This design comes from an exercise in tuning for small area on the open sky130 flow, not from production work. Function was checked by simulation only, so behaviour that the tests miss may differ from the original. Power is estimated from default activity; no workload was simulated.

the previous run:
==> flow/design.v (excerpt) <==
module matrix_calc_top (
	input  logic       clk,
	input  logic       rst_n,
	input  logic       rx_valid,
	input  logic [7:0] rx_data,
	input  logic [7:0] command,
	input  logic [7:0] scalar_in,
	input  logic       confirm,
	input  logic       tx_busy,
	output logic       tx_start,
	output logic [7:0] tx_data,
	output logic       busy,
	output logic       error,
	output logic       timer_active
);
Size in the first run: ~360 flip-flops, ~41 I/O pins, roughly 0.015 sq mm of cells after synthesis.
Settings: LEC_CHECK=0, ABC_AREA=1, CAP_MARGIN=20, CORE_MARGIN=2, CORE_UTILIZATION=40, CTS_CLUSTER_DIAMETER=100, CTS_CLUSTER_SIZE=24, SLEW_MARGIN=20; clock period 11.0 ns.
standard.sh (not shown) runs the stock make flow with config.mk's settings and CLKGATE_MAP_FILE= SYNTH_SCRIPT=/design/flow/synth_recipe.tcl, a recipe that flattens the netlist after the stock synthesis.
==> flow/flow/run.sh <==
#!/bin/bash
# The standard layout with two changes to synthesis, made in a copy of ORFS's
# scripts: the logic is mapped with an area-oriented ABC script
# (flow/abc_area.script) in place of ORFS's, and Yosys's generic "abc -fast"
# inside "synth -run fine:" is skipped, so that extract_fa sees the adder
# network as written. Registers come out exactly as in the standard synthesis.
# Ports are buffered with the smallest buffer. Every other step is standard.
set -euo pipefail
here=$(pwd)
rm -rf "$here/scripts"
cp -r "$FLOW_HOME/scripts" "$here/scripts"
cp "$here/flow/abc_area.script" "$here/scripts/abc_area.script"
sed -i 's/synth -top \$::env(DESIGN_NAME) -run fine:/synth -noabc -top $::env(DESIGN_NAME) -run fine:/' \
	"$here/scripts/synth.tcl"
grep -n "synth -noabc" "$here/scripts/synth.tcl" > "$here/synth_patch.log" 2>&1 || true
bash standard.sh SCRIPTS_DIR="$here/scripts" \
	BUFFER_PORTS_ARGS="-buffer_cell sky130_fd_sc_hd__buf_1" finish > "$here/orfs_make.log" 2>&1
==> flow/flow/abc_area.script <==
strash
dc2
&get -n
&dch -f
&nf -R 1000
&put
strash
&get -n
&dch -f
&nf -R 1000
&put
topo
The previous run reached the final stage; the timing, DRC and antenna checks on its layout passed.
Changes in the current run relative to the previous run:
--- a/flow/flow/run.sh
+++ b/flow/flow/run.sh
@@ -5,5 +5,6 @@
 # inside "synth -run fine:" is skipped, so that extract_fa sees the adder
 # network as written. Registers come out exactly as in the standard synthesis.
-# Ports are buffered with the smallest buffer. Every other step is standard.
+# Ports are buffered with the smallest buffer; clock tree synthesis uses
+# larger sink clusters and no dummy loads. Every other step is standard.
 set -euo pipefail
 here=$(pwd)
@@ -15,3 +16,4 @@
 grep -n "synth -noabc" "$here/scripts/synth.tcl" > "$here/synth_patch.log" 2>&1 || true
 bash standard.sh SCRIPTS_DIR="$here/scripts" \
+	CTS_ARGS="-sink_clustering_enable -repair_clock_nets -dont_use_dummy_load -sink_clustering_size 24 -sink_clustering_max_diameter 100" \
 	BUFFER_PORTS_ARGS="-buffer_cell sky130_fd_sc_hd__buf_1" finish > "$here/orfs_make.log" 2>&1
Notes after the runs:
- As far as non-clock buffer total of the final layout goes, the previous run and the current run are indistinguishable; the numbers are identical.
- First-pass GRT wire length of the current run is on par with the previous run.
- On total global routing track utilization, the previous run tracks the current run almost exactly.
- On total detailed-routing wirelength, the previous run and the current run are neck and neck.


Setup of harbor:
Another version of the RTL of matrix_calc_top (not shown whole).
For scale: roughly 1100 cells after synthesis, about 360 flip-flops, ~41 I/O pins, about 15000 sq um of cells after synthesis.
Settings: LEC_CHECK=0, ABC_AREA=1, CAP_MARGIN=20, CORE_MARGIN=2, CORE_UTILIZATION=40, CTS_BUF_LIST=sky130_fd_sc_hd__clkbuf_4, SLEW_MARGIN=20; clock period 11.0 ns.
==> flow/flow/run.sh <==
#!/bin/bash
# The standard layout, with ORFS's scripts copied so that synthesis maps the
# logic with an area-oriented ABC script (flow/abc_area.script) in place of
# ORFS's, and ports buffered with the smallest buffer. Registers, hierarchy
# handling and every other step are the standard ones.
set -euo pipefail
here=$(pwd)
rm -rf "$here/scripts"
cp -r "$FLOW_HOME/scripts" "$here/scripts"
cp "$here/flow/abc_area.script" "$here/scripts/abc_area.script"
bash standard.sh SCRIPTS_DIR="$here/scripts" \
	BUFFER_PORTS_ARGS="-buffer_cell sky130_fd_sc_hd__buf_1" finish > "$here/orfs_make.log" 2>&1
Scripts as last shown in full above: flow/flow/abc_area.script
The following lists how cedar was set up differently from harbor:
==> flow/run.sh (new file) <==
#!/bin/bash
# synth_recipe.tcl (not shown) runs the flow's synth.tcl, then flattens the netlist and writes it again
# the make line also repeats each setting of config.mk as NAME=value (left out here)
make -C /OpenROAD-flow-scripts/flow DESIGN_CONFIG=/design/flow/config.mk WORK_HOME=/design/flow/orfs CLKGATE_MAP_FILE= SYNTH_SCRIPT=/design/flow/synth_recipe.tcl finish
-- flow/config.mk --
<<< harbor, line 12
export CTS_BUF_LIST = sky130_fd_sc_hd__clkbuf_4
>>> cedar, line 12
removed: flow/flow/run.sh
removed: flow/flow/abc_area.script
removed: flow/standard.sh
### Flow results
cedar ran to completion and came out clean on the timing, DRC and antenna checks.
cedar: routability-driven placement congestion ratio about 1.9% above harbor
Actual transition at the worst max-transition pin (lower): cedar
The minimum period implied by the final worst setup slack of cedar is lower than that of harbor.
Setup changes, cedar to yarrow
==> flow/flow/run.sh (new file) <==
#!/bin/bash
# The standard layout, with ORFS's scripts copied so that synthesis maps the
# logic with an area-oriented ABC script (flow/abc_area.script) in place of
# ORFS's, and ports buffered with the smallest buffer. Registers, hierarchy
# handling and every other step are the standard ones.
set -euo pipefail
here=$(pwd)
rm -rf "$here/scripts"
cp -r "$FLOW_HOME/scripts" "$here/scripts"
cp "$here/flow/abc_area.script" "$here/scripts/abc_area.script"
bash standard.sh SCRIPTS_DIR="$here/scripts" \
	BUFFER_PORTS_ARGS="-buffer_cell sky130_fd_sc_hd__buf_1" finish > "$here/orfs_make.log" 2>&1
==> flow/flow/abc_area.script (new file) <==
strash
dc2
&get -n
&dch -f
&nf -R 1000
&put
strash
&get -n
&dch -f
&nf -R 1000
&put
topo
==> flow/standard.sh (new file) <==
#!/bin/bash
# synth_recipe.tcl (not shown) runs the flow's synth.tcl, then flattens the netlist and writes it again
# the make line also repeats each setting of config.mk as NAME=value (left out here)
make -C /OpenROAD-flow-scripts/flow DESIGN_CONFIG=/design/flow/config.mk WORK_HOME=/design/flow/orfs CLKGATE_MAP_FILE= SYNTH_SCRIPT=/design/flow/synth_recipe.tcl "${@:-finish}"
-- flow/config.mk --
<<< cedar, line 11
export CORE_UTILIZATION = 40
>>> yarrow, line 11
export CORE_UTILIZATION = 60
export CTS_BUF_LIST = sky130_fd_sc_hd__clkbuf_2 sky130_fd_sc_hd__clkbuf_4 sky130_fd_sc_hd__clkbuf_8
removed: flow/run.sh
[summary]
[compare] base=cedar new=yarrow: synthesis-to-layout area growth fell 2.0 points; clock power fell about 17%.
Routed wire length (yarrow over cedar): decrease, 8.7%
Shortest clock period the worst path allows after layout came out higher on yarrow than on cedar.
Diff cedar..yarrow | remaining global-route overflow | unchanged
Core utilization: yarrow higher than cedar
Dominant combinational cell family by area after synthesis = simple AND/OR/NAND/NOR gates: cedar; dominant combinational cell family by area after synthesis = compound AO/OA/AOI/OAI gates: yarrow
[yarrow vs cedar] buffer share of cell area: lower in yarrow
Taking cedar as the reference point, the total cell area at the placement stage of yarrow falls by 6.6%.
Input changes introduced in sierra (baseline for comparison: yarrow):
==> flow/flow/run.sh <==
#!/bin/bash
# The standard layout with two changes to synthesis, made in a copy of ORFS's
# scripts: the logic is mapped with an area-oriented ABC script
# (flow/abc_area.script) in place of ORFS's, and Yosys's generic "abc -fast"
# inside "synth -run fine:" is skipped, so that extract_fa sees the adder
# network as written. Registers come out exactly as in the standard synthesis.
# Ports are buffered with the smallest buffer. Every other step is standard.
set -euo pipefail
here=$(pwd)
rm -rf "$here/scripts"
cp -r "$FLOW_HOME/scripts" "$here/scripts"
cp "$here/flow/abc_area.script" "$here/scripts/abc_area.script"
sed -i 's/synth -top \$::env(DESIGN_NAME) -run fine:/synth -noabc -top $::env(DESIGN_NAME) -run fine:/' \
	"$here/scripts/synth.tcl"
grep -n "synth -noabc" "$here/scripts/synth.tcl" > "$here/synth_patch.log" 2>&1 || true
bash standard.sh SCRIPTS_DIR="$here/scripts" \
	BUFFER_PORTS_ARGS="-buffer_cell sky130_fd_sc_hd__buf_1" finish > "$here/orfs_make.log" 2>&1
-- flow/config.mk --
<<< yarrow, line 11
export CORE_UTILIZATION = 60
export CTS_BUF_LIST = sky130_fd_sc_hd__clkbuf_2 sky130_fd_sc_hd__clkbuf_4 sky130_fd_sc_hd__clkbuf_8
>>> sierra, line 11
export CORE_UTILIZATION = 40
export CTS_CLUSTER_DIAMETER = 100
export CTS_CLUSTER_SIZE = 30
Findings:
- NOTE: multi-input gate area in the final layout in sierra exceeds that of yarrow
- sierra does better than yarrow on total power.
- The lower non-clock buffer total of the final layout came out of sierra.
- Looking at portion of netlist area occupied by mux cells, sierra sits 0.21 points higher than yarrow does.
Inputs modified between sierra and delta:
==> flow/flow/run.sh <==
#!/bin/bash
# The standard layout, with ORFS's scripts copied so that synthesis maps the
# logic with an area-oriented ABC script (flow/abc_area.script) in place of
# ORFS's, and ports buffered with the smallest buffer. Registers, hierarchy
# handling and every other step are the standard ones.
set -euo pipefail
here=$(pwd)
rm -rf "$here/scripts"
cp -r "$FLOW_HOME/scripts" "$here/scripts"
cp "$here/flow/abc_area.script" "$here/scripts/abc_area.script"
bash standard.sh SCRIPTS_DIR="$here/scripts" \
	BUFFER_PORTS_ARGS="-buffer_cell sky130_fd_sc_hd__buf_1" finish > "$here/orfs_make.log" 2>&1
-- flow/config.mk --
<<< sierra, line 12
export CTS_CLUSTER_DIAMETER = 100
export CTS_CLUSTER_SIZE = 30
>>> delta, line 12
[summary]
delta went all the way through synthesis, placement and routing and the layout is clean on timing, DRC and antenna. In the reports for delta and sierra, the larger fraction of power consumed by sequential logic belongs to sierra. delta drops more vias than sierra. From delta to sierra, setup violation total in the final timing report did not move at all. Compared delta vs sierra, and synthesis-to-finish area growth is up in delta. Diff sierra..delta | number of antenna diodes | unchanged. Taking sierra as the reference, in delta height of the die has increased, wire length of the first global-routing pass has increased, worst hold slack has increased, number of stages on the worst setup path has increased. NOTE: share of the clock period used by the worst path after layout in delta falls short of that of sierra. Worst path required time ends up lower on sierra.
diff inputs: delta => violet
==> flow/flow/run.sh <==
#!/bin/bash
# The standard layout with two changes to synthesis, made in a copy of ORFS's
# scripts: the logic is mapped with an area-oriented ABC script
# (flow/abc_area.script) in place of ORFS's, and Yosys's generic "abc -fast"
# inside "synth -run fine:" is skipped, so that extract_fa sees the adder
# network as written. Registers come out exactly as in the standard synthesis.
# Ports are buffered with the smallest buffer. Every other step is standard.
set -euo pipefail
here=$(pwd)
rm -rf "$here/scripts"
cp -r "$FLOW_HOME/scripts" "$here/scripts"
cp "$here/flow/abc_area.script" "$here/scripts/abc_area.script"
sed -i 's/synth -top \$::env(DESIGN_NAME) -run fine:/synth -noabc -top $::env(DESIGN_NAME) -run fine:/' \
	"$here/scripts/synth.tcl"
grep -n "synth -noabc" "$here/scripts/synth.tcl" > "$here/synth_patch.log" 2>&1 || true
bash standard.sh SCRIPTS_DIR="$here/scripts" \
	BUFFER_PORTS_ARGS="-buffer_cell sky130_fd_sc_hd__buf_1" finish > "$here/orfs_make.log" 2>&1
--- outcome ---
delta → violet: cell area after layout moved down, overall die width moved down, fraction of power consumed by the clock network moved up.

-- afterwards: timing with drivers on the ports --
Ports are ideal in the flow. The routed layouts listed here were re-timed in OpenROAD.
Step 1, drivers: a clkbuf_16 drives clk and a buf_2 each remaining input, both assumed.
Step 2 adds t to the input delays and takes it off the output delays; t is the mean of the earliest and latest rising clock arrival at the registers after step 1. Input paths then give back, and output paths get back, about the clock's delay inside the block.
Slacks: no drivers / after step 1 / after step 2; pairs: no drivers / after step 1.
run	t (ns)	slack for setup (ns)	clock arrival spread, ns	worst register clock-pin slew, ns
the previous run	0.593	2.968 / 2.968 / 2.968	0.032 / 0.031	0.10 / 0.10
the current run	0.561	2.961 / 2.961 / 2.961	0.075 / 0.075	0.10 / 0.10
harbor	0.760	3.362 / 3.362 / 3.362	0.073 / 0.073	0.07 / 0.07
cedar	0.587	3.618 / 3.618 / 3.618	0.019 / 0.020	0.06 / 0.06
yarrow	0.637	2.969 / 2.969 / 2.969	0.030 / 0.030	0.07 / 0.07
sierra	0.586	2.801 / 2.801 / 2.801	0.046 / 0.046	0.11 / 0.11
delta	0.591	3.348 / 3.348 / 3.348	0.025 / 0.025	0.07 / 0.07
violet	0.586	2.824 / 2.824 / 2.824	0.020 / 0.020	0.06 / 0.06
After both steps setup and hold are still met in every run listed.
